This design comes from an exercise in tuning for small area on the open sky130 flow, not from production work.
Function was checked by simulation only, so behaviour that the tests miss may differ from the original.
No driver is modelled on the clock port, so clocking that relies on it looks cheaper here than on a real chip.
Power figures rest on the tool's default switching activity, not on a simulated workload.

<file path="flow/run.sh">
#!/bin/bash
# Standard layout, with the smallest buffer on every input and output port and a clock
# tree of few large leaf buffers without dummy loads.
set -euo pipefail
export BUFFER_PORTS_ARGS="-buffer_cell sky130_fd_sc_hd__buf_1"
export CTS_ARGS="-sink_clustering_enable -repair_clock_nets -dont_use_dummy_load -sink_clustering_size 30 -sink_clustering_max_diameter 80 -buf_list sky130_fd_sc_hd__clkbuf_16"
export RECOVER_POWER=100
bash standard.sh > standard_flow.log 2>&1
</file>
<file path="standard.sh">
#!/bin/bash
# synth_recipe.tcl (not shown) runs the flow's synth.tcl, then flattens the netlist and writes it again
# the make line also repeats each setting of config.mk as NAME=value (left out here)
make -C /OpenROAD-flow-scripts/flow DESIGN_CONFIG=/design/flow/config.mk WORK_HOME=/design/flow/orfs CLKGATE_MAP_FILE= SYNTH_SCRIPT=/design/flow/synth_recipe.tcl "${@:-finish}"
</file>
<file path="config.mk">
export PLATFORM = sky130hd
export DESIGN_NAME = cfg_top
export DESIGN_NICKNAME = cfg_top
export VERILOG_FILES = /design/flow/design.v
export SDC_FILE = /design/flow/constraint.sdc
export NUM_CORES = 4
export LEC_CHECK = 0
export CAP_MARGIN = 30
export CORE_MARGIN = 2
export CORE_UTILIZATION = 65
export GPL_TIMING_DRIVEN = 0
export SLEW_MARGIN = 30
export SYNTH_HIERARCHICAL = 1
</file>
<file path="constraint.sdc">
create_clock -name core_clock -period 5.0 [get_ports {clk_pcie}]
set_input_delay 1.0000 -clock core_clock [delete_from_list [all_inputs] [get_ports {clk_pcie}]]
set_output_delay 1.0000 -clock core_clock [all_outputs]
set_load 0.01 [all_outputs]
</file>
<file path="design.v">
package cfg_pkg;
    typedef logic [63:0] cmd_word_t;     
    typedef logic [31:0] rsp_word_t;     
    typedef logic [15:0] reg_addr_t;     
    typedef logic [15:0] half_t;
    typedef logic [31:0] dword_t;
    typedef logic [9:0]  dwaddr_t;
    typedef logic [3:0]  byte_en_t;
    typedef logic [31:0] period_t;
    localparam int RO_BITS   = 160;
    localparam int RW_BITS   = 160;
    localparam int REG_BYTES = RO_BITS / 8;
    localparam int RO_OFS_MAGIC    = 'h0;
    localparam int RO_OFS_BUSY     = 'h2;
    localparam int RO_OFS_COUNT    = 'h4;
    localparam int RO_OFS_RESULT   = 'h8;
    localparam int RO_OFS_RES_ADDR = 'hc;
    localparam int RO_OFS_PCIE_ID  = 'he;
    localparam int RO_OFS_ZERO     = 'h10;
    localparam int RW_OFS_MAGIC  = 'h0;
    localparam int RW_OFS_CTRL   = 'h2;
    localparam int RW_OFS_COUNT  = 'h4;
    localparam int RW_OFS_DATA   = 'h8;
    localparam int RW_OFS_ADDR   = 'hc;
    localparam int RW_OFS_PERIOD = 'h10;
    localparam half_t RO_MAGIC = 16'h2301;
    localparam half_t RW_MAGIC = 16'h6745;
    localparam dwaddr_t CLEAR_DWADDR = 10'd1;
    localparam dword_t  CLEAR_DATA   = 32'hff000105;
    typedef enum logic [1:0] {
        ARB_IDLE,
        ARB_HOST,
        ARB_TIMER
    } arb_state_t;
endpackage
`timescale 1ns/100ps
module cfg_top #(
    parameter cfg_pkg::period_t CLEAR_PERIOD_RESET = 62500
) (
    input  logic                clk_pcie,
    input  logic                rst,
    input  logic                i_cmd_valid,
    output logic                o_cmd_ready,
    input  cfg_pkg::cmd_word_t  i_cmd_data,
    output logic                o_rsp_valid,
    input  logic                i_rsp_ready,
    output cfg_pkg::rsp_word_t  o_rsp_data,
    input  logic [15:0]         i_pcie_id,
    output logic                o_cfg_mgmt_rd_en,
    output logic                o_cfg_mgmt_wr_en,
    output cfg_pkg::dwaddr_t    o_cfg_mgmt_dwaddr,
    output cfg_pkg::dword_t     o_cfg_mgmt_di,
    output cfg_pkg::byte_en_t   o_cfg_mgmt_byte_en,
    output logic                o_cfg_mgmt_wr_readonly,
    output logic                o_cfg_mgmt_wr_rw1c_as_rw,
    input  cfg_pkg::dword_t     i_cfg_mgmt_do,
    input  logic                i_cfg_mgmt_rd_wr_done
);
    localparam int NB = cfg_pkg::REG_BYTES;      
    localparam logic [159:0] RW_RESET = {CLEAR_PERIOD_RESET,             
                                         16'h0000, 16'hf000,             
                                         32'h0,                          
                                         32'(cfg_pkg::REG_BYTES),        
                                         16'h0018,                       
                                         cfg_pkg::RW_MAGIC};             
    logic [159:0] rw_q;
    logic rd_en_q, wr_en_q, result_valid_q;
    logic busy;
    logic host_req, host_ready, timer_ready;
    logic tmr_req_q;
    logic [1:0] tmr_be_q;        
    logic [31:0] count_q;
    cfg_pkg::dword_t   result_data_q;
    cfg_pkg::dwaddr_t  result_dwaddr_q;
    cfg_pkg::byte_en_t result_be_q;
    logic [15:0] cmd_addr;
    logic [14:0] ofs;
    logic [7:0]  val_lo, val_hi, msk_lo, msk_hi;
    logic        fire, cmd_read, cmd_write;
    assign cmd_addr = i_cmd_data[31:16];
    assign ofs      = cmd_addr[14:0];
    assign val_lo   = i_cmd_data[63:56];
    assign val_hi   = i_cmd_data[55:48];
    assign msk_lo   = i_cmd_data[47:40];
    assign msk_hi   = i_cmd_data[39:32];
    assign busy = rd_en_q | wr_en_q;
    assign o_cmd_ready = ~(o_rsp_valid & ~i_rsp_ready) &
                         ~(rw_q[18] & (rw_q[16] | rw_q[17] | busy));
    assign fire      = i_cmd_valid & o_cmd_ready;
    assign cmd_read  = fire & i_cmd_data[12];
    assign cmd_write = fire & i_cmd_data[13] & cmd_addr[15];
    logic [7:0] d_ev, d_od, nm_ev, nm_od;
    logic [7:0] d0_ev, d1_ev, d0_od, d1_od;     
    logic [9:0] sel_ev, sel_od;                  
    logic [NB-1:0] nbsel;
    logic [159:0] wen, wen_w, wdat;
    always_comb begin
        for (int m = 0; m < NB / 2; m++) begin
            sel_ev[m] = (ofs == 15'(2 * m)) | (m > 0 && ofs == 15'(2 * m - 1));
            sel_od[m] = (ofs == 15'(2 * m)) | (ofs == 15'(2 * m + 1));
        end
    end
    assign d_ev  = ofs[0] ? val_hi : val_lo;
    assign d_od  = ofs[0] ? val_lo : val_hi;
    assign d0_ev = d_ev & {8{~rst}};
    assign d1_ev = d_ev | {8{rst}};
    assign d0_od = d_od & {8{~rst}};
    assign d1_od = d_od | {8{rst}};
    assign nm_ev = ~((ofs[0] ? msk_hi : msk_lo) | {8{rst}});
    assign nm_od = ~((ofs[0] ? msk_lo : msk_hi) | {8{rst}});
    for (genvar b = 0; b < NB; b++) begin : g_wbyte
        if (b % 2 == 0) begin : g_ev
            assign nbsel[b] = ~(rst | (cmd_write & sel_ev[b / 2]));
        end else begin : g_od
            assign nbsel[b] = ~(rst | (cmd_write & sel_od[b / 2]));
        end
        for (genvar k = 0; k < 8; k++) begin : g_wbit
            cfg_nor2 u_en (.a(nbsel[b]), .b((b % 2 == 0) ? nm_ev[k] : nm_od[k]), .y(wen_w[8 * b + k]));
            if (RW_RESET[8 * b + k]) begin : g_r1
                assign wdat[8 * b + k] = (b % 2 == 0) ? d1_ev[k] : d1_od[k];
            end else begin : g_r0
                assign wdat[8 * b + k] = (b % 2 == 0) ? d0_ev[k] : d0_od[k];
            end
        end
    end
    always_comb begin
        wen = wen_w;
        wen[16] = wen_w[16] | (host_ready & rw_q[16]);
        wen[17] = wen_w[17] | (host_ready & ~rw_q[16]);
    end
    always_ff @(posedge clk_pcie) begin
        for (int i = 0; i < 160; i++) begin
            if (wen[i]) rw_q[i] <= wdat[i] & (i != 16 && i != 17 || wen_w[i]);
        end
    end
    logic [7:0]   rd_ev, rd_od, rd_lo, rd_hi;
    logic [9:0] sw_ev, sw_od, so_ev, so_od;
    assign sw_ev = sel_ev & {10{cmd_addr[15]}};
    assign sw_od = sel_od & {10{cmd_addr[15]}};
    assign so_ev = sel_ev & {10{~cmd_addr[15]}};
    assign so_od = sel_od & {10{~cmd_addr[15]}};
    logic g_ev0_0, g_ev0_1, g_ev0_2, g_ev0_3, g_ev0_4;
    cfg_aoi222 u_g_ev0_0 (.a1(sw_ev[0]), .a2(rw_q[0]), .b1(sw_ev[1]), .b2(rw_q[16]), .c1(so_ev[1]), .c2(rd_en_q), .y(g_ev0_0));
    cfg_aoi222 u_g_ev0_1 (.a1(sw_ev[2]), .a2(rw_q[32]), .b1(sw_ev[3]), .b2(rw_q[48]), .c1(sw_ev[4]), .c2(rw_q[64]), .y(g_ev0_1));
    cfg_aoi222 u_g_ev0_2 (.a1(so_ev[4]), .a2(result_data_q[0]), .b1(sw_ev[5]), .b2(rw_q[80]), .c1(so_ev[5]), .c2(result_data_q[16]), .y(g_ev0_2));
    cfg_aoi222 u_g_ev0_3 (.a1(sw_ev[6]), .a2(rw_q[96]), .b1(so_ev[6]), .b2(result_dwaddr_q[0]), .c1(sw_ev[7]), .c2(rw_q[112]), .y(g_ev0_3));
    cfg_aoi222 u_g_ev0_4 (.a1(so_ev[7]), .a2(i_pcie_id[0]), .b1(sw_ev[8]), .b2(rw_q[128]), .c1(sw_ev[9]), .c2(rw_q[144]), .y(g_ev0_4));
    assign rd_ev[0] = ~g_ev0_0 | ~g_ev0_1 | ~g_ev0_2 | ~g_ev0_3 | ~g_ev0_4 | so_ev[0];
    logic g_ev1_0, g_ev1_1, g_ev1_2, g_ev1_3, g_ev1_4;
    cfg_aoi222 u_g_ev1_0 (.a1(sw_ev[0]), .a2(rw_q[1]), .b1(sw_ev[1]), .b2(rw_q[17]), .c1(so_ev[1]), .c2(wr_en_q), .y(g_ev1_0));
    cfg_aoi222 u_g_ev1_1 (.a1(sw_ev[2]), .a2(rw_q[33]), .b1(sw_ev[3]), .b2(rw_q[49]), .c1(sw_ev[4]), .c2(rw_q[65]), .y(g_ev1_1));
    cfg_aoi222 u_g_ev1_2 (.a1(so_ev[4]), .a2(result_data_q[1]), .b1(sw_ev[5]), .b2(rw_q[81]), .c1(so_ev[5]), .c2(result_data_q[17]), .y(g_ev1_2));
    cfg_aoi222 u_g_ev1_3 (.a1(sw_ev[6]), .a2(rw_q[97]), .b1(so_ev[6]), .b2(result_dwaddr_q[1]), .c1(sw_ev[7]), .c2(rw_q[113]), .y(g_ev1_3));
    cfg_aoi222 u_g_ev1_4 (.a1(so_ev[7]), .a2(i_pcie_id[1]), .b1(sw_ev[8]), .b2(rw_q[129]), .c1(sw_ev[9]), .c2(rw_q[145]), .y(g_ev1_4));
    assign rd_ev[1] = ~g_ev1_0 | ~g_ev1_1 | ~g_ev1_2 | ~g_ev1_3 | ~g_ev1_4;
    logic g_ev2_0, g_ev2_1, g_ev2_2, g_ev2_3, g_ev2_4, g_ev2_5;
    cfg_aoi222 u_g_ev2_0 (.a1(sw_ev[0]), .a2(rw_q[2]), .b1(sw_ev[1]), .b2(rw_q[18]), .c1(sw_ev[2]), .c2(rw_q[34]), .y(g_ev2_0));
    cfg_aoi222 u_g_ev2_1 (.a1(sw_ev[3]), .a2(rw_q[50]), .b1(sw_ev[4]), .b2(rw_q[66]), .c1(so_ev[4]), .c2(result_data_q[2]), .y(g_ev2_1));
    cfg_aoi222 u_g_ev2_2 (.a1(sw_ev[5]), .a2(rw_q[82]), .b1(so_ev[5]), .b2(result_data_q[18]), .c1(sw_ev[6]), .c2(rw_q[98]), .y(g_ev2_2));
    cfg_aoi222 u_g_ev2_3 (.a1(so_ev[6]), .a2(result_dwaddr_q[2]), .b1(sw_ev[7]), .b2(rw_q[114]), .c1(so_ev[7]), .c2(i_pcie_id[2]), .y(g_ev2_3));
    cfg_nand2 u_g_ev2_4 (.a(sw_ev[8]), .b(rw_q[130]), .y(g_ev2_4));
    cfg_nand2 u_g_ev2_5 (.a(sw_ev[9]), .b(rw_q[146]), .y(g_ev2_5));
    assign rd_ev[2] = ~g_ev2_0 | ~g_ev2_1 | ~g_ev2_2 | ~g_ev2_3 | ~g_ev2_4 | ~g_ev2_5 | so_ev[2];
    logic g_ev3_0, g_ev3_1, g_ev3_2, g_ev3_3, g_ev3_4, g_ev3_5;
    cfg_aoi222 u_g_ev3_0 (.a1(sw_ev[0]), .a2(rw_q[3]), .b1(sw_ev[1]), .b2(rw_q[19]), .c1(sw_ev[2]), .c2(rw_q[35]), .y(g_ev3_0));
    cfg_aoi222 u_g_ev3_1 (.a1(sw_ev[3]), .a2(rw_q[51]), .b1(sw_ev[4]), .b2(rw_q[67]), .c1(so_ev[4]), .c2(result_data_q[3]), .y(g_ev3_1));
    cfg_aoi222 u_g_ev3_2 (.a1(sw_ev[5]), .a2(rw_q[83]), .b1(so_ev[5]), .b2(result_data_q[19]), .c1(sw_ev[6]), .c2(rw_q[99]), .y(g_ev3_2));
    cfg_aoi222 u_g_ev3_3 (.a1(so_ev[6]), .a2(result_dwaddr_q[3]), .b1(sw_ev[7]), .b2(rw_q[115]), .c1(so_ev[7]), .c2(i_pcie_id[3]), .y(g_ev3_3));
    cfg_nand2 u_g_ev3_4 (.a(sw_ev[8]), .b(rw_q[131]), .y(g_ev3_4));
    cfg_nand2 u_g_ev3_5 (.a(sw_ev[9]), .b(rw_q[147]), .y(g_ev3_5));
    assign rd_ev[3] = ~g_ev3_0 | ~g_ev3_1 | ~g_ev3_2 | ~g_ev3_3 | ~g_ev3_4 | ~g_ev3_5;
    logic g_ev4_0, g_ev4_1, g_ev4_2, g_ev4_3, g_ev4_4, g_ev4_5;
    cfg_aoi222 u_g_ev4_0 (.a1(sw_ev[0]), .a2(rw_q[4]), .b1(sw_ev[1]), .b2(rw_q[20]), .c1(sw_ev[2]), .c2(rw_q[36]), .y(g_ev4_0));
    cfg_aoi222 u_g_ev4_1 (.a1(sw_ev[3]), .a2(rw_q[52]), .b1(sw_ev[4]), .b2(rw_q[68]), .c1(so_ev[4]), .c2(result_data_q[4]), .y(g_ev4_1));
    cfg_aoi222 u_g_ev4_2 (.a1(sw_ev[5]), .a2(rw_q[84]), .b1(so_ev[5]), .b2(result_data_q[20]), .c1(sw_ev[6]), .c2(rw_q[100]), .y(g_ev4_2));
    cfg_aoi222 u_g_ev4_3 (.a1(so_ev[6]), .a2(result_dwaddr_q[4]), .b1(sw_ev[7]), .b2(rw_q[116]), .c1(so_ev[7]), .c2(i_pcie_id[4]), .y(g_ev4_3));
    cfg_nand2 u_g_ev4_4 (.a(sw_ev[8]), .b(rw_q[132]), .y(g_ev4_4));
    cfg_nand2 u_g_ev4_5 (.a(sw_ev[9]), .b(rw_q[148]), .y(g_ev4_5));
    assign rd_ev[4] = ~g_ev4_0 | ~g_ev4_1 | ~g_ev4_2 | ~g_ev4_3 | ~g_ev4_4 | ~g_ev4_5 | so_ev[2];
    logic g_ev5_0, g_ev5_1, g_ev5_2, g_ev5_3, g_ev5_4, g_ev5_5;
    cfg_aoi222 u_g_ev5_0 (.a1(sw_ev[0]), .a2(rw_q[5]), .b1(sw_ev[1]), .b2(rw_q[21]), .c1(sw_ev[2]), .c2(rw_q[37]), .y(g_ev5_0));
    cfg_aoi222 u_g_ev5_1 (.a1(sw_ev[3]), .a2(rw_q[53]), .b1(sw_ev[4]), .b2(rw_q[69]), .c1(so_ev[4]), .c2(result_data_q[5]), .y(g_ev5_1));
    cfg_aoi222 u_g_ev5_2 (.a1(sw_ev[5]), .a2(rw_q[85]), .b1(so_ev[5]), .b2(result_data_q[21]), .c1(sw_ev[6]), .c2(rw_q[101]), .y(g_ev5_2));
    cfg_aoi222 u_g_ev5_3 (.a1(so_ev[6]), .a2(result_dwaddr_q[5]), .b1(sw_ev[7]), .b2(rw_q[117]), .c1(so_ev[7]), .c2(i_pcie_id[5]), .y(g_ev5_3));
    cfg_nand2 u_g_ev5_4 (.a(sw_ev[8]), .b(rw_q[133]), .y(g_ev5_4));
    cfg_nand2 u_g_ev5_5 (.a(sw_ev[9]), .b(rw_q[149]), .y(g_ev5_5));
    assign rd_ev[5] = ~g_ev5_0 | ~g_ev5_1 | ~g_ev5_2 | ~g_ev5_3 | ~g_ev5_4 | ~g_ev5_5;
    logic g_ev6_0, g_ev6_1, g_ev6_2, g_ev6_3, g_ev6_4, g_ev6_5;
    cfg_aoi222 u_g_ev6_0 (.a1(sw_ev[0]), .a2(rw_q[6]), .b1(sw_ev[1]), .b2(rw_q[22]), .c1(sw_ev[2]), .c2(rw_q[38]), .y(g_ev6_0));
    cfg_aoi222 u_g_ev6_1 (.a1(sw_ev[3]), .a2(rw_q[54]), .b1(sw_ev[4]), .b2(rw_q[70]), .c1(so_ev[4]), .c2(result_data_q[6]), .y(g_ev6_1));
    cfg_aoi222 u_g_ev6_2 (.a1(sw_ev[5]), .a2(rw_q[86]), .b1(so_ev[5]), .b2(result_data_q[22]), .c1(sw_ev[6]), .c2(rw_q[102]), .y(g_ev6_2));
    cfg_aoi222 u_g_ev6_3 (.a1(so_ev[6]), .a2(result_dwaddr_q[6]), .b1(sw_ev[7]), .b2(rw_q[118]), .c1(so_ev[7]), .c2(i_pcie_id[6]), .y(g_ev6_3));
    cfg_nand2 u_g_ev6_4 (.a(sw_ev[8]), .b(rw_q[134]), .y(g_ev6_4));
    cfg_nand2 u_g_ev6_5 (.a(sw_ev[9]), .b(rw_q[150]), .y(g_ev6_5));
    assign rd_ev[6] = ~g_ev6_0 | ~g_ev6_1 | ~g_ev6_2 | ~g_ev6_3 | ~g_ev6_4 | ~g_ev6_5;
    logic g_ev7_0, g_ev7_1, g_ev7_2, g_ev7_3, g_ev7_4, g_ev7_5;
    cfg_aoi222 u_g_ev7_0 (.a1(sw_ev[0]), .a2(rw_q[7]), .b1(sw_ev[1]), .b2(rw_q[23]), .c1(sw_ev[2]), .c2(rw_q[39]), .y(g_ev7_0));
    cfg_aoi222 u_g_ev7_1 (.a1(sw_ev[3]), .a2(rw_q[55]), .b1(sw_ev[4]), .b2(rw_q[71]), .c1(so_ev[4]), .c2(result_data_q[7]), .y(g_ev7_1));
    cfg_aoi222 u_g_ev7_2 (.a1(sw_ev[5]), .a2(rw_q[87]), .b1(so_ev[5]), .b2(result_data_q[23]), .c1(sw_ev[6]), .c2(rw_q[103]), .y(g_ev7_2));
    cfg_aoi222 u_g_ev7_3 (.a1(so_ev[6]), .a2(result_dwaddr_q[7]), .b1(sw_ev[7]), .b2(rw_q[119]), .c1(so_ev[7]), .c2(i_pcie_id[7]), .y(g_ev7_3));
    cfg_nand2 u_g_ev7_4 (.a(sw_ev[8]), .b(rw_q[135]), .y(g_ev7_4));
    cfg_nand2 u_g_ev7_5 (.a(sw_ev[9]), .b(rw_q[151]), .y(g_ev7_5));
    assign rd_ev[7] = ~g_ev7_0 | ~g_ev7_1 | ~g_ev7_2 | ~g_ev7_3 | ~g_ev7_4 | ~g_ev7_5;
    logic g_od0_0, g_od0_1, g_od0_2, g_od0_3, g_od0_4, g_od0_5;
    cfg_aoi222 u_g_od0_0 (.a1(sw_od[0]), .a2(rw_q[8]), .b1(sw_od[1]), .b2(rw_q[24]), .c1(sw_od[2]), .c2(rw_q[40]), .y(g_od0_0));
    cfg_aoi222 u_g_od0_1 (.a1(sw_od[3]), .a2(rw_q[56]), .b1(sw_od[4]), .b2(rw_q[72]), .c1(so_od[4]), .c2(result_data_q[8]), .y(g_od0_1));
    cfg_aoi222 u_g_od0_2 (.a1(sw_od[5]), .a2(rw_q[88]), .b1(so_od[5]), .b2(result_data_q[24]), .c1(sw_od[6]), .c2(rw_q[104]), .y(g_od0_2));
    cfg_aoi222 u_g_od0_3 (.a1(so_od[6]), .a2(result_dwaddr_q[8]), .b1(sw_od[7]), .b2(rw_q[120]), .c1(so_od[7]), .c2(i_pcie_id[8]), .y(g_od0_3));
    cfg_nand2 u_g_od0_4 (.a(sw_od[8]), .b(rw_q[136]), .y(g_od0_4));
    cfg_nand2 u_g_od0_5 (.a(sw_od[9]), .b(rw_q[152]), .y(g_od0_5));
    assign rd_od[0] = ~g_od0_0 | ~g_od0_1 | ~g_od0_2 | ~g_od0_3 | ~g_od0_4 | ~g_od0_5 | so_od[0];
    logic g_od1_0, g_od1_1, g_od1_2, g_od1_3, g_od1_4, g_od1_5;
    cfg_aoi222 u_g_od1_0 (.a1(sw_od[0]), .a2(rw_q[9]), .b1(sw_od[1]), .b2(rw_q[25]), .c1(sw_od[2]), .c2(rw_q[41]), .y(g_od1_0));
    cfg_aoi222 u_g_od1_1 (.a1(sw_od[3]), .a2(rw_q[57]), .b1(sw_od[4]), .b2(rw_q[73]), .c1(so_od[4]), .c2(result_data_q[9]), .y(g_od1_1));
    cfg_aoi222 u_g_od1_2 (.a1(sw_od[5]), .a2(rw_q[89]), .b1(so_od[5]), .b2(result_data_q[25]), .c1(sw_od[6]), .c2(rw_q[105]), .y(g_od1_2));
    cfg_aoi222 u_g_od1_3 (.a1(so_od[6]), .a2(result_dwaddr_q[9]), .b1(sw_od[7]), .b2(rw_q[121]), .c1(so_od[7]), .c2(i_pcie_id[9]), .y(g_od1_3));
    cfg_nand2 u_g_od1_4 (.a(sw_od[8]), .b(rw_q[137]), .y(g_od1_4));
    cfg_nand2 u_g_od1_5 (.a(sw_od[9]), .b(rw_q[153]), .y(g_od1_5));
    assign rd_od[1] = ~g_od1_0 | ~g_od1_1 | ~g_od1_2 | ~g_od1_3 | ~g_od1_4 | ~g_od1_5 | so_od[0];
    logic g_od2_0, g_od2_1, g_od2_2, g_od2_3, g_od2_4;
    cfg_aoi222 u_g_od2_0 (.a1(sw_od[0]), .a2(rw_q[10]), .b1(sw_od[1]), .b2(rw_q[26]), .c1(sw_od[2]), .c2(rw_q[42]), .y(g_od2_0));
    cfg_aoi222 u_g_od2_1 (.a1(sw_od[3]), .a2(rw_q[58]), .b1(sw_od[4]), .b2(rw_q[74]), .c1(so_od[4]), .c2(result_data_q[10]), .y(g_od2_1));
    cfg_aoi222 u_g_od2_2 (.a1(sw_od[5]), .a2(rw_q[90]), .b1(so_od[5]), .b2(result_data_q[26]), .c1(sw_od[6]), .c2(rw_q[106]), .y(g_od2_2));
    cfg_aoi222 u_g_od2_3 (.a1(sw_od[7]), .a2(rw_q[122]), .b1(so_od[7]), .b2(i_pcie_id[10]), .c1(sw_od[8]), .c2(rw_q[138]), .y(g_od2_3));
    cfg_nand2 u_g_od2_4 (.a(sw_od[9]), .b(rw_q[154]), .y(g_od2_4));
    assign rd_od[2] = ~g_od2_0 | ~g_od2_1 | ~g_od2_2 | ~g_od2_3 | ~g_od2_4;
    logic g_od3_0, g_od3_1, g_od3_2, g_od3_3, g_od3_4, g_od3_5;
    cfg_aoi222 u_g_od3_0 (.a1(sw_od[0]), .a2(rw_q[11]), .b1(sw_od[1]), .b2(rw_q[27]), .c1(sw_od[2]), .c2(rw_q[43]), .y(g_od3_0));
    cfg_aoi222 u_g_od3_1 (.a1(sw_od[3]), .a2(rw_q[59]), .b1(sw_od[4]), .b2(rw_q[75]), .c1(so_od[4]), .c2(result_data_q[11]), .y(g_od3_1));
    cfg_aoi222 u_g_od3_2 (.a1(sw_od[5]), .a2(rw_q[91]), .b1(so_od[5]), .b2(result_data_q[27]), .c1(sw_od[6]), .c2(rw_q[107]), .y(g_od3_2));
    cfg_aoi222 u_g_od3_3 (.a1(so_od[6]), .a2(result_valid_q), .b1(sw_od[7]), .b2(rw_q[123]), .c1(so_od[7]), .c2(i_pcie_id[11]), .y(g_od3_3));
    cfg_nand2 u_g_od3_4 (.a(sw_od[8]), .b(rw_q[139]), .y(g_od3_4));
    cfg_nand2 u_g_od3_5 (.a(sw_od[9]), .b(rw_q[155]), .y(g_od3_5));
    assign rd_od[3] = ~g_od3_0 | ~g_od3_1 | ~g_od3_2 | ~g_od3_3 | ~g_od3_4 | ~g_od3_5;
    logic g_od4_0, g_od4_1, g_od4_2, g_od4_3, g_od4_4, g_od4_5;
    cfg_aoi222 u_g_od4_0 (.a1(sw_od[0]), .a2(rw_q[12]), .b1(sw_od[1]), .b2(rw_q[28]), .c1(sw_od[2]), .c2(rw_q[44]), .y(g_od4_0));
    cfg_aoi222 u_g_od4_1 (.a1(sw_od[3]), .a2(rw_q[60]), .b1(sw_od[4]), .b2(rw_q[76]), .c1(so_od[4]), .c2(result_data_q[12]), .y(g_od4_1));
    cfg_aoi222 u_g_od4_2 (.a1(sw_od[5]), .a2(rw_q[92]), .b1(so_od[5]), .b2(result_data_q[28]), .c1(sw_od[6]), .c2(rw_q[108]), .y(g_od4_2));
    cfg_aoi222 u_g_od4_3 (.a1(so_od[6]), .a2(result_be_q[0]), .b1(sw_od[7]), .b2(rw_q[124]), .c1(so_od[7]), .c2(i_pcie_id[12]), .y(g_od4_3));
    cfg_nand2 u_g_od4_4 (.a(sw_od[8]), .b(rw_q[140]), .y(g_od4_4));
    cfg_nand2 u_g_od4_5 (.a(sw_od[9]), .b(rw_q[156]), .y(g_od4_5));
    assign rd_od[4] = ~g_od4_0 | ~g_od4_1 | ~g_od4_2 | ~g_od4_3 | ~g_od4_4 | ~g_od4_5;
    logic g_od5_0, g_od5_1, g_od5_2, g_od5_3, g_od5_4, g_od5_5;
    cfg_aoi222 u_g_od5_0 (.a1(sw_od[0]), .a2(rw_q[13]), .b1(sw_od[1]), .b2(rw_q[29]), .c1(sw_od[2]), .c2(rw_q[45]), .y(g_od5_0));
    cfg_aoi222 u_g_od5_1 (.a1(sw_od[3]), .a2(rw_q[61]), .b1(sw_od[4]), .b2(rw_q[77]), .c1(so_od[4]), .c2(result_data_q[13]), .y(g_od5_1));
    cfg_aoi222 u_g_od5_2 (.a1(sw_od[5]), .a2(rw_q[93]), .b1(so_od[5]), .b2(result_data_q[29]), .c1(sw_od[6]), .c2(rw_q[109]), .y(g_od5_2));
    cfg_aoi222 u_g_od5_3 (.a1(so_od[6]), .a2(result_be_q[1]), .b1(sw_od[7]), .b2(rw_q[125]), .c1(so_od[7]), .c2(i_pcie_id[13]), .y(g_od5_3));
    cfg_nand2 u_g_od5_4 (.a(sw_od[8]), .b(rw_q[141]), .y(g_od5_4));
    cfg_nand2 u_g_od5_5 (.a(sw_od[9]), .b(rw_q[157]), .y(g_od5_5));
    assign rd_od[5] = ~g_od5_0 | ~g_od5_1 | ~g_od5_2 | ~g_od5_3 | ~g_od5_4 | ~g_od5_5 | so_od[0];
    logic g_od6_0, g_od6_1, g_od6_2, g_od6_3, g_od6_4, g_od6_5;
    cfg_aoi222 u_g_od6_0 (.a1(sw_od[0]), .a2(rw_q[14]), .b1(sw_od[1]), .b2(rw_q[30]), .c1(sw_od[2]), .c2(rw_q[46]), .y(g_od6_0));
    cfg_aoi222 u_g_od6_1 (.a1(sw_od[3]), .a2(rw_q[62]), .b1(sw_od[4]), .b2(rw_q[78]), .c1(so_od[4]), .c2(result_data_q[14]), .y(g_od6_1));
    cfg_aoi222 u_g_od6_2 (.a1(sw_od[5]), .a2(rw_q[94]), .b1(so_od[5]), .b2(result_data_q[30]), .c1(sw_od[6]), .c2(rw_q[110]), .y(g_od6_2));
    cfg_aoi222 u_g_od6_3 (.a1(so_od[6]), .a2(result_be_q[2]), .b1(sw_od[7]), .b2(rw_q[126]), .c1(so_od[7]), .c2(i_pcie_id[14]), .y(g_od6_3));
    cfg_nand2 u_g_od6_4 (.a(sw_od[8]), .b(rw_q[142]), .y(g_od6_4));
    cfg_nand2 u_g_od6_5 (.a(sw_od[9]), .b(rw_q[158]), .y(g_od6_5));
    assign rd_od[6] = ~g_od6_0 | ~g_od6_1 | ~g_od6_2 | ~g_od6_3 | ~g_od6_4 | ~g_od6_5;
    logic g_od7_0, g_od7_1, g_od7_2, g_od7_3, g_od7_4, g_od7_5;
    cfg_aoi222 u_g_od7_0 (.a1(sw_od[0]), .a2(rw_q[15]), .b1(sw_od[1]), .b2(rw_q[31]), .c1(sw_od[2]), .c2(rw_q[47]), .y(g_od7_0));
    cfg_aoi222 u_g_od7_1 (.a1(sw_od[3]), .a2(rw_q[63]), .b1(sw_od[4]), .b2(rw_q[79]), .c1(so_od[4]), .c2(result_data_q[15]), .y(g_od7_1));
    cfg_aoi222 u_g_od7_2 (.a1(sw_od[5]), .a2(rw_q[95]), .b1(so_od[5]), .b2(result_data_q[31]), .c1(sw_od[6]), .c2(rw_q[111]), .y(g_od7_2));
    cfg_aoi222 u_g_od7_3 (.a1(so_od[6]), .a2(result_be_q[3]), .b1(sw_od[7]), .b2(rw_q[127]), .c1(so_od[7]), .c2(i_pcie_id[15]), .y(g_od7_3));
    cfg_nand2 u_g_od7_4 (.a(sw_od[8]), .b(rw_q[143]), .y(g_od7_4));
    cfg_nand2 u_g_od7_5 (.a(sw_od[9]), .b(rw_q[159]), .y(g_od7_5));
    assign rd_od[7] = ~g_od7_0 | ~g_od7_1 | ~g_od7_2 | ~g_od7_3 | ~g_od7_4 | ~g_od7_5;
    assign rd_lo = ofs[0] ? rd_od : rd_ev;
    assign rd_hi = ofs[0] ? rd_ev : rd_od;
    always_ff @(posedge clk_pcie) begin
        if (rst) begin
            o_rsp_valid <= 1'b0;
        end else if (cmd_read) begin
            o_rsp_valid <= 1'b1;
        end else if (i_rsp_ready) begin
            o_rsp_valid <= 1'b0;
        end
    end
    always_ff @(posedge clk_pcie) begin
        if (cmd_read) begin
            o_rsp_data <= {cmd_addr, rd_lo, rd_hi};
        end
    end
    assign host_req    = rw_q[16] | rw_q[17];
    assign host_ready  = ~busy & host_req;                    
    assign timer_ready = ~busy & ~host_req & tmr_req_q;
    assign o_cfg_mgmt_rd_en = rd_en_q & ~i_cfg_mgmt_rd_wr_done;
    assign o_cfg_mgmt_wr_en = wr_en_q & ~i_cfg_mgmt_rd_wr_done;
    always_ff @(posedge clk_pcie) begin
        if (rst) begin
            rd_en_q        <= 1'b0;
            wr_en_q        <= 1'b0;
            result_valid_q <= 1'b0;
        end else if (busy) begin
            if (i_cfg_mgmt_rd_wr_done) begin
                rd_en_q        <= 1'b0;
                wr_en_q        <= 1'b0;
                result_valid_q <= 1'b1;
            end
        end else if (host_ready | timer_ready) begin
            rd_en_q        <= host_ready & rw_q[16];
            wr_en_q        <= ~(host_ready & rw_q[16]);
            result_valid_q <= 1'b0;
        end
    end
    always_ff @(posedge clk_pcie) begin
        if (host_ready) begin
            o_cfg_mgmt_dwaddr        <= rw_q[96 +: 10];
            o_cfg_mgmt_di            <= rw_q[64 +: 32];
            o_cfg_mgmt_byte_en       <= rw_q[108 +: 4];
            o_cfg_mgmt_wr_readonly   <= rw_q[106];
            o_cfg_mgmt_wr_rw1c_as_rw <= rw_q[107];
        end else if (timer_ready) begin
            o_cfg_mgmt_dwaddr        <= cfg_pkg::CLEAR_DWADDR;
            o_cfg_mgmt_di            <= cfg_pkg::CLEAR_DATA;
            o_cfg_mgmt_byte_en       <= {tmr_be_q[1], 1'b0, tmr_be_q[0], tmr_be_q[0]};
            o_cfg_mgmt_wr_readonly   <= 1'b0;
            o_cfg_mgmt_wr_rw1c_as_rw <= 1'b0;
        end
        if (busy && i_cfg_mgmt_rd_wr_done) begin
            result_data_q   <= i_cfg_mgmt_do;
            result_dwaddr_q <= o_cfg_mgmt_dwaddr;
            result_be_q     <= o_cfg_mgmt_byte_en;
        end
    end
    logic tmr_on, advance, expired;
    assign tmr_on  = rw_q[19] | rw_q[20];
    assign advance = tmr_on & ~fire & ~busy & ~tmr_req_q;
    logic        cnt_clr;
    logic [31:0] cnt_s;          
    logic [32:0] cnt_c;          
    logic [31:0] cnt_d;
    assign cnt_clr   = rst | ~tmr_on | tmr_req_q;
    assign cnt_c[0]  = advance;
    assign cnt_c[16] = advance & (&count_q[15:0]);
    for (genvar i = 0; i < 32; i++) begin : g_inc
        if (i == 15 || i == 31) begin : g_top
            assign cnt_s[i] = count_q[i] ^ cnt_c[i];
        end else begin : g_ha
            cfg_ha u_ha (.a(count_q[i]), .b(cnt_c[i]), .s(cnt_s[i]), .co(cnt_c[i + 1]));
        end
    end
    assign cnt_d = cnt_s & {32{~cnt_clr}};
    always_ff @(posedge clk_pcie) begin
        count_q <= cnt_d;
    end
    logic [32:0] cmp_sum;
    assign cmp_sum = {1'b0, count_q} + {1'b0, ~rw_q[128 +: 32]};
    assign expired = cmp_sum[32];
    always_ff @(posedge clk_pcie) begin
        if (rst) begin
            tmr_req_q <= 1'b0;
        end else if (advance && expired) begin
            tmr_req_q <= 1'b1;
        end else if (timer_ready) begin
            tmr_req_q <= 1'b0;
        end
    end
    always_ff @(posedge clk_pcie) begin
        if (advance && expired) begin
            tmr_be_q <= {rw_q[19], rw_q[20]};
        end
    end
endmodule
module cfg_aoi222 (
    input  logic a1, a2, b1, b2, c1, c2,
    output logic y
);
    assign y = ~((a1 & a2) | (b1 & b2) | (c1 & c2));
endmodule
module cfg_aoi22 (
    input  logic a1, a2, b1, b2,
    output logic y
);
    assign y = ~((a1 & a2) | (b1 & b2));
endmodule
module cfg_nand2 (
    input  logic a, b,
    output logic y
);
    assign y = ~(a & b);
endmodule
module cfg_ha (
    input  logic a, b,
    output logic s, co
);
    assign {co, s} = a + b;
endmodule
module cfg_ao22 (
    input  logic a1, a2, b1, b2,
    output logic y
);
    assign y = (a1 & a2) | (b1 & b2);
endmodule
module cfg_maj3 (
    input  logic a, b, c,
    output logic y
);
    assign y = (a & b) | (a & c) | (b & c);
endmodule
module cfg_nor2 (
    input  logic a, b,
    output logic y
);
    assign y = ~(a | b);
endmodule
</file>
==> qor.yml, run 1 <==
outcome:
  status: "finished with violations"
  violatedChecks: "max-capacitance violations, max-slew violations"
cells_and_area:
  fin_nets: 1491
  fillers: 1559
  drive_gt1_frac: 0.0359
  area_delta_synth_final_pct: 10.8
  mostFrequentLayoutCells: "edfxtp_1 (288), nor2_1 (214), buf_1 (182), nand2_1 (73), a222oi_1 (66)"
  layout_commonest_cell: "edfxtp_1"
  final_cells: 1591
  num_antenna_cells: 0
sta:
  setup_viol: 0
  final.min_clock_period_ps: 4710
  rsz0062_at_grt: "no"
  relSlewSlack: -0.386
  finalClockSkew_ps: 37.5
  holdWs_ps: 460
  timing.fmax_ghz: 0.212
  setup_ws_ps: 291
  tightestPinTransition_ps: 2070
  period_share: 0.942
  hold_viol_final: 0
  slew_violations: 116
floorplanning:
  die_area_um2: 23000
  rows: 54
  io_pins: 201
  initial_utilization: 0.655
  die_w_um: 152
  die_h_um: 152
  fp.coreArea_um2: 21600
clocking:
  cts-htree-levels: 1
  clockBufferDepth: 3
  clkSlewWorstSetupHoldPaths_ps: 110
  post_cts_buffers: 0
  clk-insertion-delay-late_ps: 520
  clock_sinks: 325
  root_buffer: "clkbuf_16"
  holdBufCountCts: 0
  cts.repair.resized: 0
  numCtsBuffers: 15
  cts_tree: "done"
global_route:
  grt_first_pass_wirelength_um: 58500
  grt_pass1_vias: 9988
  antenna_found_initial: 0
  gr-total-overflow: 0
  grt_usage: 0.354
  grt_max_degree: 34
worst_setup_path:
  cpPeakStageDelay_ps: 500
  worstSetupPathType: "flop to flop"
  cp.arrival_ps: 5080
  slowest_stage: "edfxtp_1"
  startpoint_type: "flop"
  crit_fanout: 6
  cp_common_cell: "ha_1"
  crit_buf_inv: 0
  path_delay_family: "adder cells"
  end_kind: "flop"
  cp_cell_sequence: "or4_4 -> a21oi_4 -> a2111oi_2 -> and2_0 -> ha_1 -> ha_1 -> ha_1 -> ha_1 -> ha_1 -> ha_1 -> ha_1 -> ha_1 -> ha_1 -> ha_1 -> ha_1 -> ha_1 -> ha_1 -> ha_1 -> ha_1 -> xnor2_1 -> nor3_1"
  required_ps: 5370
drt:
  vias: 10374
  route.detailed.drc: 0
  drt_iter0_markers: 1748
  final_antenna_net_count: 0
  wl_per_cell_um: 25.6
  dr.pass1.iters: 9
  post_drt_via_cell_ratio: 6.52
  routed_wl_um: 40700
placed_design:
  placed_cells: 1576
  dpl_worst_slack_ps: 55.6
  port-buffer-count: 186
  finalWeightedCongestion: 1.03
  dp_hpwl_um: 29700
synth:
  synth_area_um2: 14200
  ys_seq_area_frac: 0.663
  async_reset_ff_frac: 0
  synth.distinct_cells: 54
  syn_area_per_cell_um2: 12.9
  synth_nets: 1279
  yosysWarningCount: 7
  synth-seq-cells: 325
  synthCells: 1101
  synth-main-ff-cell: "edfxtp_1"
  synth_edf_count: 288
power:
  peakVddDrop_mv: 0.305
  p_leak_nw: 5.77
  p_per_area_nw_per_um2: 344
job:
  cap_violations: 9
worst_hold_path:
  hp-class: "flop to flop"
through the flow:
stage	util	TNS [ps]	power [W]	instance area, µm²
2_1_floorplan	-	0	0.00379	14200
3_3_place_gp	0.704	-15880	0.00410	15200
3_5_place_dp	0.717	0	0.00415	15500
4_1_cts	0.734	0	0.00543	15900
5_1_grt	0.726	0	0.00556	15700
6_report	0.726	0	0.00540	15700
modules after synthesis (local to each module, per instance):
module / cell area [µm²] / cells inside / copies in the design / flip-flops and latches
cfg_nand2: 3.75 / 1 / 27 / 0
cfg_ha: 12.5 / 1 / 30 / 0
cfg_aoi222: 10.0 / 1 / 66 / 0
cfg_nor2: 3.75 / 1 / 160 / 0
cfg_top: 12400 / 818 / 1 / 325
registers in the layout, indices dropped and copies added, names as in the netlist, 10 cells and up:
register           flops
count_q               32
o_cfg_mgmt_di         32
o_cfg_mgmt_dwaddr     10
o_rsp_data            32
result_data_q         32
result_dwaddr_q       10
rw_q                 160
final timing paths:
path | slack [ps] | end | start | cells after the start
hold reg to reg | 460 | result_dwaddr_q[7]$_DFFE_PP_ | o_cfg_mgmt_dwaddr[7]$_SDFFCE_PN0P_ | 0
setup reg to reg | 290 | count_q[31]$_DFF_P_ | rw_q[16]$_DFFE_PP_ | 21
setup / recovery | 290 | count_q[31]$_DFF_P_ | rw_q[16]$_DFFE_PP_ | 21
hold / removal | 460 | result_dwaddr_q[7]$_DFFE_PP_ | o_cfg_mgmt_dwaddr[7]$_SDFFCE_PN0P_ | 0
layer usage:
metal | global-route usage | vias to the layer above | share of wire
met5 | 0 | - | 0
met4 | 0.149 | 0 | 0.045
met3 | 0.0838 | 119 | 0.14
met2 | 0.545 | 783 | 0.45
met1 | 0.488 | 4911 | 0.37
li1 | - | 4561 | -
synth_stat cells (2+ instances only):
cell type    n  area share
nand2_1     73       0.019
nor2_1     214       0.057
clkbuf_1    23      0.0061
nor4_2       2      0.0018
a222oi_1    66       0.047
xnor2_1      3      0.0019
nand3_1      5      0.0018
and2_1      77       0.034
nor3_1      22      0.0078
o21a_1       3      0.0016
mux2i_1     26       0.018
or2_1        2     0.00088
dfxtp_1     37       0.052
nand4_1     24       0.011
and3_1       4      0.0018
a21o_1       6      0.0032
and4_1       2      0.0012
ha_1        61       0.054
buf_2        4      0.0014
nand2b_1    14      0.0062
a31oi_1      4      0.0018
o21ai_0      5      0.0018
nor2b_1     13      0.0057
inv_1       36      0.0095
edfxtp_1   288        0.61
a221o_1      2      0.0014
or3_1        3      0.0013
a211oi_1    16      0.0085
a21oi_1     34       0.012
mux2_2       4      0.0032
nor4_1       5      0.0022
final cells by class:
class,count,area (µm²),share of cell area
Buffer,27,103,0.00653
Clock buffer,15,375,0.0239
Inverter,38,143,0.00908
Multi-Input combinational cell,711,4610,0.293
Sequential cell,325,9390,0.598
Tap cell,280,350,0.0223
Timing Repair Buffer,195,734,0.0468
cells by family (layout without fill, tap and decap cells):
logic type	count (synthesis)	in the layout	synth area share
adder cells (fa/ha/maj)	61	61	0.0539
buffers and inverters	65	275	0.0176
flip-flops	325	325	0.663
XOR/XNOR	4	4	0.00247
AO/OA/AOI/OAI	145	145	0.0832
AND/OR/NAND/NOR	471	471	0.159
multiplexers	30	30	0.0215
report_power, final:
part	total (W)	internal (W)	switching (W)
clock	0.00132	0.000543	0.000778
sequential	0.00341	0.00329	0.000114
combinational	0.000671	0.000176	0.000495
==> run 2, diff against run 1 <==
--- a/flow/run.sh
+++ b/flow/run.sh
@@ -4,5 +4,4 @@
 set -euo pipefail
 export BUFFER_PORTS_ARGS="-buffer_cell sky130_fd_sc_hd__buf_1"
 export CTS_ARGS="-sink_clustering_enable -repair_clock_nets -dont_use_dummy_load -sink_clustering_size 30 -sink_clustering_max_diameter 80 -buf_list sky130_fd_sc_hd__clkbuf_16"
-export RECOVER_POWER=100
 bash standard.sh > standard_flow.log 2>&1
--- a/config.mk
+++ b/config.mk
@@ -5,9 +5,9 @@
 export SDC_FILE = /design/flow/constraint.sdc
 export NUM_CORES = 4
 export LEC_CHECK = 0
-export CAP_MARGIN = 30
+export CAP_MARGIN = 10
 export CORE_MARGIN = 2
 export CORE_UTILIZATION = 65
 export GPL_TIMING_DRIVEN = 0
-export SLEW_MARGIN = 30
+export SLEW_MARGIN = 10
 export SYNTH_HIERARCHICAL = 1
==> run 2 against run 1 <==
Net effect: now clean on timing, DRC and antenna; setup slack lost 1.1 ps; global-route usage grew 0.10 points; die area is the same; sequential power is essentially flat; total power grew 0.48%; register-to-register slack is essentially flat; critical endpoint unchanged.
==> qor.yml, run 2 <==
clocking:
  holdBufCountCts: 0
  clockBufferDepth: 3
  clkSlewWorstSetupHoldPaths_ps: 110
  cts_tree: "done"
  clk-insertion-delay-late_ps: 530
  cts.repair.resized: 0
  root_buffer: "clkbuf_16"
  cts-htree-levels: 1
  clock_sinks: 325
  numCtsBuffers: 15
  post_cts_buffers: 0
global_route:
  grt_pass1_vias: 9935
  grt_first_pass_wirelength_um: 58700
  grt_usage: 0.355
  antenna_found_initial: 0
  gr-total-overflow: 0
  grt_max_degree: 34
floorplanning:
  initial_utilization: 0.655
  io_pins: 201
  rows: 54
  die_area_um2: 23000
  die_h_um: 152
  die_w_um: 152
  fp.coreArea_um2: 21600
synth:
  synth_common_cells: "edfxtp_1 (288), nor2_1 (214), and2_1 (77)"
  yosysWarningCount: 7
  synthCells: 1101
  yosys-top-cells-area: "edfxtp_1 (61%), nor2_1 (5.7%), ha_1 (5.4%)"
  yosys.area.top_type: "edfxtp_1"
  yosysMostFrequentCell: "edfxtp_1"
  synth_area_um2: 14200
  synth_edf_count: 288
  synth_nets: 1279
  async_reset_ff_frac: 0
  synth.distinct_cells: 54
  ys_seq_area_frac: 0.663
  syn_area_per_cell_um2: 12.9
  synth-main-ff-cell: "edfxtp_1"
  synth-seq-cells: 325
  synth_top_area_frac: 0.610
sta:
  hold_viol_final: 0
  rsz0062_at_grt: "no"
  relSlewSlack: 0.0930
  timing.fmax_ghz: 0.212
  final.min_clock_period_ps: 4710
  finalClockSkew_ps: 44.3
  tightestPinTransition_ps: 1350
  slew_violations: 0
  setup_viol: 0
  setup_ws_ps: 290
  period_share: 0.942
power:
  p_per_area_nw_per_um2: 344
  p_leak_nw: 5.84
  peakVddDrop_mv: 0.340
  finalPower_w: 0.00543
cells_and_area:
  fillers: 1532
  regMostFlops: "rw_q"
  largest_reg_flops: 160
  drive_gt1_frac: 0.0519
  num_antenna_cells: 0
  layout_commonest_cell: "edfxtp_1"
  mostFrequentLayoutCells: "edfxtp_1 (288), nor2_1 (214), buf_1 (186), and2_1 (77), nand2_1 (73)"
  area_delta_synth_final_pct: 11.5
  fin_nets: 1490
worst_setup_path:
  rrSetupSlack_ps: 290
  crit_fanout: 6
  end_kind: "flop"
  startpoint_type: "flop"
  cp.arrival_ps: 5070
  required_ps: 5360
  r2r_end: "count_q[31]$_DFF_P_"
  r2r_cells: 21
  worstSetupPathType: "flop to flop"
  r2r_start: "rw_q[16]$_DFFE_PP_"
drt:
  dr.pass1.iters: 9
  route.detailed.drc: 0
  final_antenna_net_count: 0
  routed_wl_um: 40600
  wl_per_cell_um: 25.6
  vias: 10472
  post_drt_via_cell_ratio: 6.59
  drt_iter0_markers: 1923
placed_design:
  finalWeightedCongestion: 1.03
  dp_hpwl_um: 29600
  port-buffer-count: 186
  dpl_worst_slack_ps: 65.6
worst_hold_path:
  min_from: "o_cfg_mgmt_dwaddr[3]$_SDFFCE_PN0P_"
  hold_end: "result_dwaddr_q[3]$_DFFE_PP_"
  hp-class: "flop to flop"
  holdPathStages: 0
job:
  cap_violations: 0
outcome:
  status: "timing/DRC/antenna clean"
-- run 2: cell counts after synthesis --
No cell type changed its count.
-- run 2: stage by stage --
step | hold WS (ps) | utilization | instances | instance area [µm²] | setup TNS [ps]
floorplan | 451 | - | 1101 | 14200 | 0
CTS | 461 | 0.730 | 1590 | 15800 | 0
global route | 469 | 0.731 | 1590 | 15800 | 0
global placement | 428 | 0.704 | 1567 | 15200 | -15880
detailed placement | 438 | 0.713 | 1575 | 15400 | 0
finish | 461 | 0.731 | 1590 | 15800 | 0
-- run 2: worst max path at each step --
stage	cells past startpoint	end	from	slack, ps
2_1_floorplan	21	count_q[31]$_DFF_P_	i_rsp_ready	590
4_1_cts	21	count_q[31]$_DFF_P_	rw_q[16]$_DFFE_PP_	300
3_5_place_dp	22	count_q[31]$_DFF_P_	i_rsp_ready	70
3_3_place_gp	2	result_data_q[13]$_DFFE_PP_	i_cfg_mgmt_rd_wr_done	-350
5_1_grt	21	count_q[31]$_DFF_P_	rw_q[16]$_DFFE_PP_	40
6_report	21	count_q[31]$_DFF_P_	rw_q[16]$_DFFE_PP_	290
-- run 2: kinds of logic after synthesis --
| family | Yosys count | share of synthesized area |
|---|---|---|
| fa+ha+maj | 61 | 0.0539 |
| xor+xnor | 4 | 0.00247 |
| buf+inv | 65 | 0.0176 |
| flops | 325 | 0.663 |
| compound gates | 145 | 0.0832 |
| simple gates | 471 | 0.159 |
| mux | 30 | 0.0215 |
-- run 2: where the power goes --
part | internal [W] | switching [W] | leakage, nW
logic | 0.000194 | 0.000501 | 2.68
clock network | 0.000544 | 0.000784 | 0.185
registers | 0.00329 | 0.000114 | 2.98
-- run 2: area by class of cell --
type                            count  area [µm²]  share of cell area
Buffer                             27         106             0.00673
Clock buffer                       15         375              0.0238
Inverter                           38         143             0.00903
Multi-Input combinational cell    711        4650               0.295
Sequential cell                   325        9390               0.594
Tap cell                          280         350              0.0222
Timing Repair Buffer              194         781              0.0494
-- run 2: critical path, stage by stage, from the launching register on --
cell and delay [ps]:
edfxtp_1 500, or4_4 470, a21oi_4 260, a2111oi_2 160, and2_1 180, ha_1 180
ha_1 180, ha_1 180, ha_1 190, ha_1 180, ha_1 180, ha_1 180
ha_1 190, ha_1 210, ha_1 190, ha_1 180, ha_1 180, ha_1 180
ha_1 190, ha_1 190, xnor2_1 150, nor3_1 60
-- run 2: per-module statistics from Yosys (local to each module, per instance) --
| module | copies in the design | cells inside |
|---|---|---|
| cfg_aoi222 | 66 | 1 |
| cfg_ha | 30 | 1 |
| cfg_nand2 | 27 | 1 |
| cfg_nor2 | 160 | 1 |
| cfg_top | 1 | 818 |
-- run 2: routing by layer --
layer / track usage / vias to the layer above / part of all wire
met5: 0 / - / 0
met4: 0.128 / 0 / 0.038
met1: 0.499 / 5031 / 0.37
met2: 0.554 / 785 / 0.45
met3: 0.0734 / 110 / 0.14
li1: - / 4546 / -
==> run 3, diff against run 2 <==
--- a/config.mk
+++ b/config.mk
@@ -7,7 +7,7 @@
 export LEC_CHECK = 0
 export CAP_MARGIN = 10
 export CORE_MARGIN = 2
-export CORE_UTILIZATION = 65
+export CORE_UTILIZATION = 55
 export GPL_TIMING_DRIVEN = 0
 export SLEW_MARGIN = 10
 export SYNTH_HIERARCHICAL = 1
==> run 3 against run 2 <==
Net effect: total power is essentially flat; non-clock buffer count grew 2; setup slack lost 21 ps; final cell count grew 3.3%; die area grew 18%; routed wire length grew 2.4%; combinational power shrank 2%; worst hold slack gained 3.0 ps; fmax shrank 0.44%; critical path type unchanged.
==> qor.yml, run 3 <==
outcome:
  status: "timing/DRC/antenna clean"
floorplanning:
  die_w_um: 165
  die_area_um2: 27100
  fp.coreArea_um2: 25300
  io_pins: 201
  initial_utilization: 0.561
  die_h_um: 165
  rows: 58
worst_setup_path:
  end_kind: "flop"
  rrSetupSlack_ps: 270
  worstSetupPathType: "flop to flop"
  cp.arrival_ps: 5090
  cp_common_cell: "ha_1"
  required_ps: 5350
  startpoint_type: "flop"
  slowest_stage: "edfxtp_1"
  crit_fanout: 6
  cpPeakStageDelay_ps: 500
  cp_cell_sequence: "or4_4 -> a21oi_4 -> a2111oi_2 -> and2_1 -> ha_1 -> ha_1 -> ha_1 -> ha_1 -> ha_1 -> ha_1 -> ha_1 -> ha_1 -> ha_1 -> ha_1 -> ha_1 -> ha_1 -> ha_1 -> ha_1 -> ha_1 -> xnor2_1 -> nor3_1"
  r2r_cells: 21
power:
  p_leak_nw: 5.85
  p_per_area_nw_per_um2: 342
  finalPower_w: 0.00543
  peakVddDrop_mv: 0.312
sta:
  final.min_clock_period_ps: 4730
  slew_violations: 0
  relSlewSlack: 0.116
  finalClockSkew_ps: 31.3
  hold_viol_final: 0
  setup_viol: 0
  tightestPinTransition_ps: 1320
  period_share: 0.946
  timing.fmax_ghz: 0.211
  rsz0062_at_grt: "no"
global_route:
  gr-total-overflow: 0
  grt_pass1_vias: 9790
  grt_max_degree: 51
  grt_usage: 0.306
  antenna_found_initial: 0
  grt_first_pass_wirelength_um: 59800
cells_and_area:
  layout_commonest_cell: "edfxtp_1"
  final_util: 0.629
  fillers: 2046
  postLayoutCellArea_um2: 15900
  num_antenna_cells: 0
  largest_reg_flops: 160
  mostFrequentLayoutCells: "edfxtp_1 (288), nor2_1 (214), buf_1 (186), and2_1 (77), nand2_1 (73)"
  fin_nets: 1492
  area_delta_synth_final_pct: 12.1
  regMostFlops: "rw_q"
  drive_gt1_frac: 0.0549
clocking:
  post_cts_buffers: 0
  cts-htree-levels: 1
  cts.repair.resized: 0
  clkSlewWorstSetupHoldPaths_ps: 110
  holdBufCountCts: 0
  root_buffer: "clkbuf_16"
  clock_sinks: 325
  numCtsBuffers: 15
  clockBufferDepth: 3
  cts_tree: "done"
  clk-insertion-delay-late_ps: 520
placed_design:
  finalWeightedCongestion: 0.980
  port-buffer-count: 186
  place_area_um2: 15500
  dp_hpwl_um: 30500
drt:
  dr.pass1.iters: 7
  post_drt_via_cell_ratio: 6.26
  final_antenna_net_count: 0
  drt_iter0_markers: 1487
  routed_wl_um: 41600
  route.detailed.drc: 0
  vias: 10285
  wl_per_cell_um: 25.3
worst_hold_path:
  holdPathStages: 0
  hp-class: "flop to flop"
synth:
  ys_seq_area_frac: 0.663
  syn_area_per_cell_um2: 12.9
  synth-main-ff-cell: "edfxtp_1"
  synth_edf_count: 288
  synth_common_cells: "edfxtp_1 (288), nor2_1 (214), and2_1 (77)"
  async_reset_ff_frac: 0
  synth-seq-cells: 325
  synth_top_area_frac: 0.610
  synth_nets: 1279
  synthCells: 1101
  yosysMostFrequentCell: "edfxtp_1"
  synth.distinct_cells: 54
  yosys.area.top_type: "edfxtp_1"
  yosysWarningCount: 7
  synth_area_um2: 14200
  yosys-top-cells-area: "edfxtp_1 (61%), nor2_1 (5.7%), ha_1 (5.4%)"
job:
  cap_violations: 0
## run 3: path summary, 6_finish.rpt
kind                                           start                           end
hold reg to reg   o_cfg_mgmt_dwaddr[6]$_SDFFCE_PN0P_  result_dwaddr_q[6]$_DFFE_PP_
setup / recovery                  rw_q[16]$_DFFE_PP_           count_q[31]$_DFF_P_
setup reg to reg                  rw_q[16]$_DFFE_PP_           count_q[31]$_DFF_P_
hold / removal    o_cfg_mgmt_dwaddr[6]$_SDFFCE_PN0P_  result_dwaddr_q[6]$_DFFE_PP_
## run 3: where the power goes
group          leakage, nW  switching [W]  internal (W)
combinational         2.69       0.000494      0.000189
sequential            2.98       0.000115       0.00329
clock                0.185       0.000798      0.000545
total                 5.85        0.00141       0.00402
## run 3: cell families after synthesis
kind of cell	after synthesis	synth area share
xor gates and xnor gates	4	0.00247
and+or+nand+nor	471	0.159
buffers and inverters	65	0.0176
muxes	30	0.0215
AOI/OAI and AO/OA	145	0.0832
adders and majority gates	61	0.0539
DFF	325	0.663
## run 3: worst max-delay path: cells and delay by family (launching register included)
family                     cells  cell delay, ps
AOI/OAI and AO/OA              2             440
adders and majority gates     15            2770
xor gates and xnor gates       1             150
DFF                            1             500
and+or+nand+nor                3             710
## run 3: cell type report
cell class | instances | area, µm² | area share
inverters | 38 | 143 | 0.00898
flip-flops and latches | 325 | 9390 | 0.591
plain buffers | 27 | 106 | 0.00670
well taps | 330 | 413 | 0.0260
clock buffers | 15 | 375 | 0.0236
multi-input cells | 711 | 4670 | 0.294
repair buffers | 196 | 787 | 0.0495
## run 3: modules after synthesis, one instance, submodules excluded
module      cell area [µm²]  times used  flip-flops and latches
cfg_aoi222             10.0          66                       0
cfg_nor2               3.75         160                       0
cfg_ha                 12.5          30                       0
cfg_top               12400           1                     325
cfg_nand2              3.75          27                       0
## run 3: routing by layer
layer,wire length [µm],track usage,vias to the layer above
met5,0,0,-
met4,1430,0.0984,0
met3,4840,0.0663,71
met2,18700,0.482,663
met1,16700,0.428,4998
li1,-,-,4553
## run 3: stage by stage
stage	TNS [ps]	worst slack, ps	hold slack, ps	std cells
3_3_place_gp	-16930	-367	430	1617
3_5_place_dp	0	34.5	432	1627
5_1_grt	0	30.9	471	1642
4_1_cts	0	286	457	1642
2_1_floorplan	0	586	451	1101
6_report	0	269	464	1642
==> run 4, diff against run 3 <==
==> flow/run.sh (replaced) <==
#!/bin/bash
# Standard layout, with the smallest buffer on every input and output port, a clock tree of
# few large leaf buffers without dummy loads, and gates downsized off the critical paths
# after clock tree synthesis.
set -euo pipefail
export BUFFER_PORTS_ARGS="-buffer_cell sky130_fd_sc_hd__buf_1"
export CTS_ARGS="-sink_clustering_enable -repair_clock_nets -dont_use_dummy_load -sink_clustering_size 30 -sink_clustering_max_diameter 80 -buf_list sky130_fd_sc_hd__clkbuf_16"
export POST_CTS_TCL="$PWD/flow/post_cts.tcl"
bash standard.sh > standard_flow.log 2>&1
==> flow/post_cts.tcl (new file) <==
# After clock tree synthesis: downsize gates off the critical paths, then repair any slew
# or capacitance limits that the smaller gates miss, and legalize the placement again.
estimate_parasitics -placement
repair_timing -recover_power 100 -verbose
repair_design -slew_margin 20 -cap_margin 20 -verbose
detailed_placement
check_placement -verbose
==> run 4 against run 3 <==
Net effect: clock skew about the same; register-to-register slack worse by 30 ps; non-clock buffer count up 12; critical endpoint unchanged; largest cell class unchanged; highest routed layer unchanged.
==> qor.yml, run 4 <==
sta:
  slew_violations: 0
  relSlewSlack: 0.160
  tns_ps: 0
  period_share: 0.952
  finalClockSkew_ps: 31.2
  rsz0062_at_grt: "no"
  timing.fmax_ghz: 0.210
  setup_ws_ps: 242
  final.min_clock_period_ps: 4760
  hold_viol_final: 0
  setup_viol: 0
  tightestPinTransition_ps: 1250
power:
  peakVddDrop_mv: 0.310
  pwr-share-comb: 0.129
  internal_power_w: 0.00403
  switching_share: 0.260
  seqPwrFrac: 0.625
  clkPwrFrac: 0.247
  switchingPower_w: 0.00141
  p_leak_nw: 5.87
  finalPower_w: 0.00545
  p_per_area_nw_per_um2: 342
clocking:
  clock_sinks: 325
  clkSlewWorstSetupHoldPaths_ps: 120
  clk-insertion-delay-late_ps: 520
  cts_tree: "done"
drt:
  dr.pass1.iters: 6
  route.detailed.drc: 0
  wl_per_cell_um: 25.3
  post_drt_via_cell_ratio: 6.26
  final_antenna_net_count: 0
  routed_wl_um: 41900
  drt_iter0_markers: 1562
  vias: 10355
worst_setup_path:
  cp_cell_sequence: "or4_1 -> a21oi_4 -> a2111oi_2 -> and2_0 -> ha_1 -> ha_1 -> ha_1 -> ha_1 -> ha_1 -> ha_1 -> ha_1 -> ha_1 -> ha_1 -> ha_1 -> ha_1 -> ha_1 -> ha_1 -> ha_1 -> ha_1 -> xnor2_1 -> nor3_1"
  cp_common_cell: "ha_1"
  r2r_cells: 21
  cpPeakStageDelay_ps: 560
  required_ps: 5360
  end_kind: "flop"
  startpoint_type: "flop"
  cp.arrival_ps: 5110
  slowest_stage: "or4_1"
  crit_fanout: 5
  worstSetupPathType: "flop to flop"
floorplanning:
  fp.coreArea_um2: 25300
  die_w_um: 165
  rows: 58
  initial_utilization: 0.561
  die_area_um2: 27100
  io_pins: 201
  die_h_um: 165
global_route:
  grt_usage: 0.308
  gr-total-overflow: 0
  grt_first_pass_wirelength_um: 60200
  grt_pass1_vias: 9840
  grt_max_degree: 33
  antenna_found_initial: 0
synth:
  syn_area_per_cell_um2: 12.9
  synth.distinct_cells: 54
  synth_nets: 1279
  synth_top_area_frac: 0.610
  synth_common_cells: "edfxtp_1 (288), nor2_1 (214), and2_1 (77)"
  ys_seq_area_frac: 0.663
  async_reset_ff_frac: 0
  yosysWarningCount: 7
  yosysMostFrequentCell: "edfxtp_1"
  synth_area_um2: 14200
  synth-main-ff-cell: "edfxtp_1"
  yosys-top-cells-area: "edfxtp_1 (61%), nor2_1 (5.7%), ha_1 (5.4%)"
  synth-seq-cells: 325
  synthCells: 1101
  synth_edf_count: 288
  yosys.area.top_type: "edfxtp_1"
job:
  cap_violations: 0
placed_design:
  dp_hpwl_um: 30500
  port-buffer-count: 186
  place_area_um2: 15500
  dpl_worst_slack_ps: 34.5
  placed_cells: 1627
  finalWeightedCongestion: 0.980
outcome:
  status: "timing/DRC/antenna clean"
cells_and_area:
  postLayoutCellArea_um2: 15900
  area_delta_synth_final_pct: 12.5
  regMostFlops: "rw_q"
  mostFrequentLayoutCells: "edfxtp_1 (288), nor2_1 (214), buf_1 (183), nand2_1 (73), a222oi_1 (66)"
  layout_commonest_cell: "edfxtp_1"
  final_cells: 1655
  drive_gt1_frac: 0.0498
  fin_nets: 1504
  largest_reg_flops: 160
worst_hold_path:
  holdPathStages: 0
  hp-class: "flop to flop"
[run 4: logic make-up (layout without fill, tap and decap cells)]
| family | count (synthesis) | after routing | synth area share |
|---|---|---|---|
| adders and majority gates | 61 | 61 | 0.0539 |
| and+or+nand+nor | 471 | 471 | 0.159 |
| muxes | 30 | 30 | 0.0215 |
| other | 0 | 1 | 0 |
| DFF | 325 | 325 | 0.663 |
| xor gates and xnor gates | 4 | 4 | 0.00247 |
| buffers and inverters | 65 | 288 | 0.0176 |
| AOI/OAI and AO/OA | 145 | 145 | 0.0832 |
[run 4: metal layers]
metal | routed length [µm] | vias to the layer above | global-route usage
met5 | 0 | - | 0
met4 | 1200 | 0 | 0.0909
met3 | 4600 | 63 | 0.0608
met2 | 19000 | 633 | 0.487
met1 | 17100 | 5078 | 0.437
li1 | - | 4581 | -
[run 4: metrics by stage]
step	utilization	hold slack, ps
after floorplan	-	451
after global placement	0.605	430
after detailed placement	0.614	432
after global routing	0.631	470
final	0.631	458
[run 4: critical path, delay by kind of cell (launching register included)]
family	cells	cell delay, ps
AO/OA/AOI/OAI	2	440
XOR/XNOR	1	150
flip-flops	1	440
AND/OR/NAND/NOR	3	800
adder cells (fa/ha/maj)	15	2770
[run 4: worst paths after layout]
| kind | slack (ps) | endpoint | from |
|---|---|---|---|
| max | 240 | count_q[31]$_DFF_P_ | rw_q[17]$_DFFE_PP_ |
| min | 460 | result_dwaddr_q[6]$_DFFE_PP_ | o_cfg_mgmt_dwaddr[6]$_SDFFCE_PN0P_ |
| max reg2reg | 240 | count_q[31]$_DFF_P_ | rw_q[17]$_DFFE_PP_ |
| min reg2reg | 460 | result_dwaddr_q[6]$_DFFE_PP_ | o_cfg_mgmt_dwaddr[6]$_SDFFCE_PN0P_ |
[run 4: power by group through the flow]
| stage | registers, W | clock network, W | logic (W) |
|---|---|---|---|
| after floorplan | 0.00347 | 0 | 0.000320 |
| after global placement | 0.00347 | 0 | 0.000648 |
| after detailed placement | 0.00346 | 0 | 0.000678 |
| after global routing | 0.00343 | 0.00143 | 0.000758 |
| final | 0.00340 | 0.00134 | 0.000702 |
[run 4: modules after synthesis (local to each module, per instance)]
module	flops+latches	times used	cells inside	area, µm²
cfg_ha	0	30	1	12.5
cfg_aoi222	0	66	1	10.0
cfg_nand2	0	27	1	3.75
cfg_top	325	1	818	12400
cfg_nor2	0	160	1	3.75
[run 4: final cells by class]
type / count / area, µm²
multi-input cells: 711 / 4640
repair buffers: 208 / 881
clock buffers: 15 / 375
well taps: 330 / 413
fillers: 2040 / 9310
diodes: 1 / 2.50
flip-flops and latches: 325 / 9390
plain buffers: 27 / 103
inverters: 38 / 143

[port drivers added, routing unchanged]
In the flow no input, the clock included, has a driving cell. The finished layouts below were timed again as built, in two steps. Step 1 (the two cells are an assumption about what drives the block):
set clk [get_ports {clk_pcie}]
set_driving_cell -lib_cell sky130_fd_sc_hd__clkbuf_16 $clk
set_driving_cell -lib_cell sky130_fd_sc_hd__buf_2 [delete_from_list [all_inputs] $clk]
Step 2, shift: input delay + t, output delay - t, t = (earliest + latest rising clock arrival at the registers) / 2. This alone moves slack from input paths to output paths. Three values: ideal ports, drivers, drivers and shift; two values: the first two.
run	t, ns	setup WS [ns]	pins driven straight from the clock port
run 1	0.549	0.291 / 0.291 / 0.010	1
run 2	0.556	0.290 / 0.290 / 0.048	1
run 3	0.553	0.269 / 0.269 / 0.046	1
run 4	0.552	0.242 / 0.242 / 0.023	1
The setup slack of run 1, which loses most, moves by 0.000 ns with the drivers and by -0.281 ns with both steps.
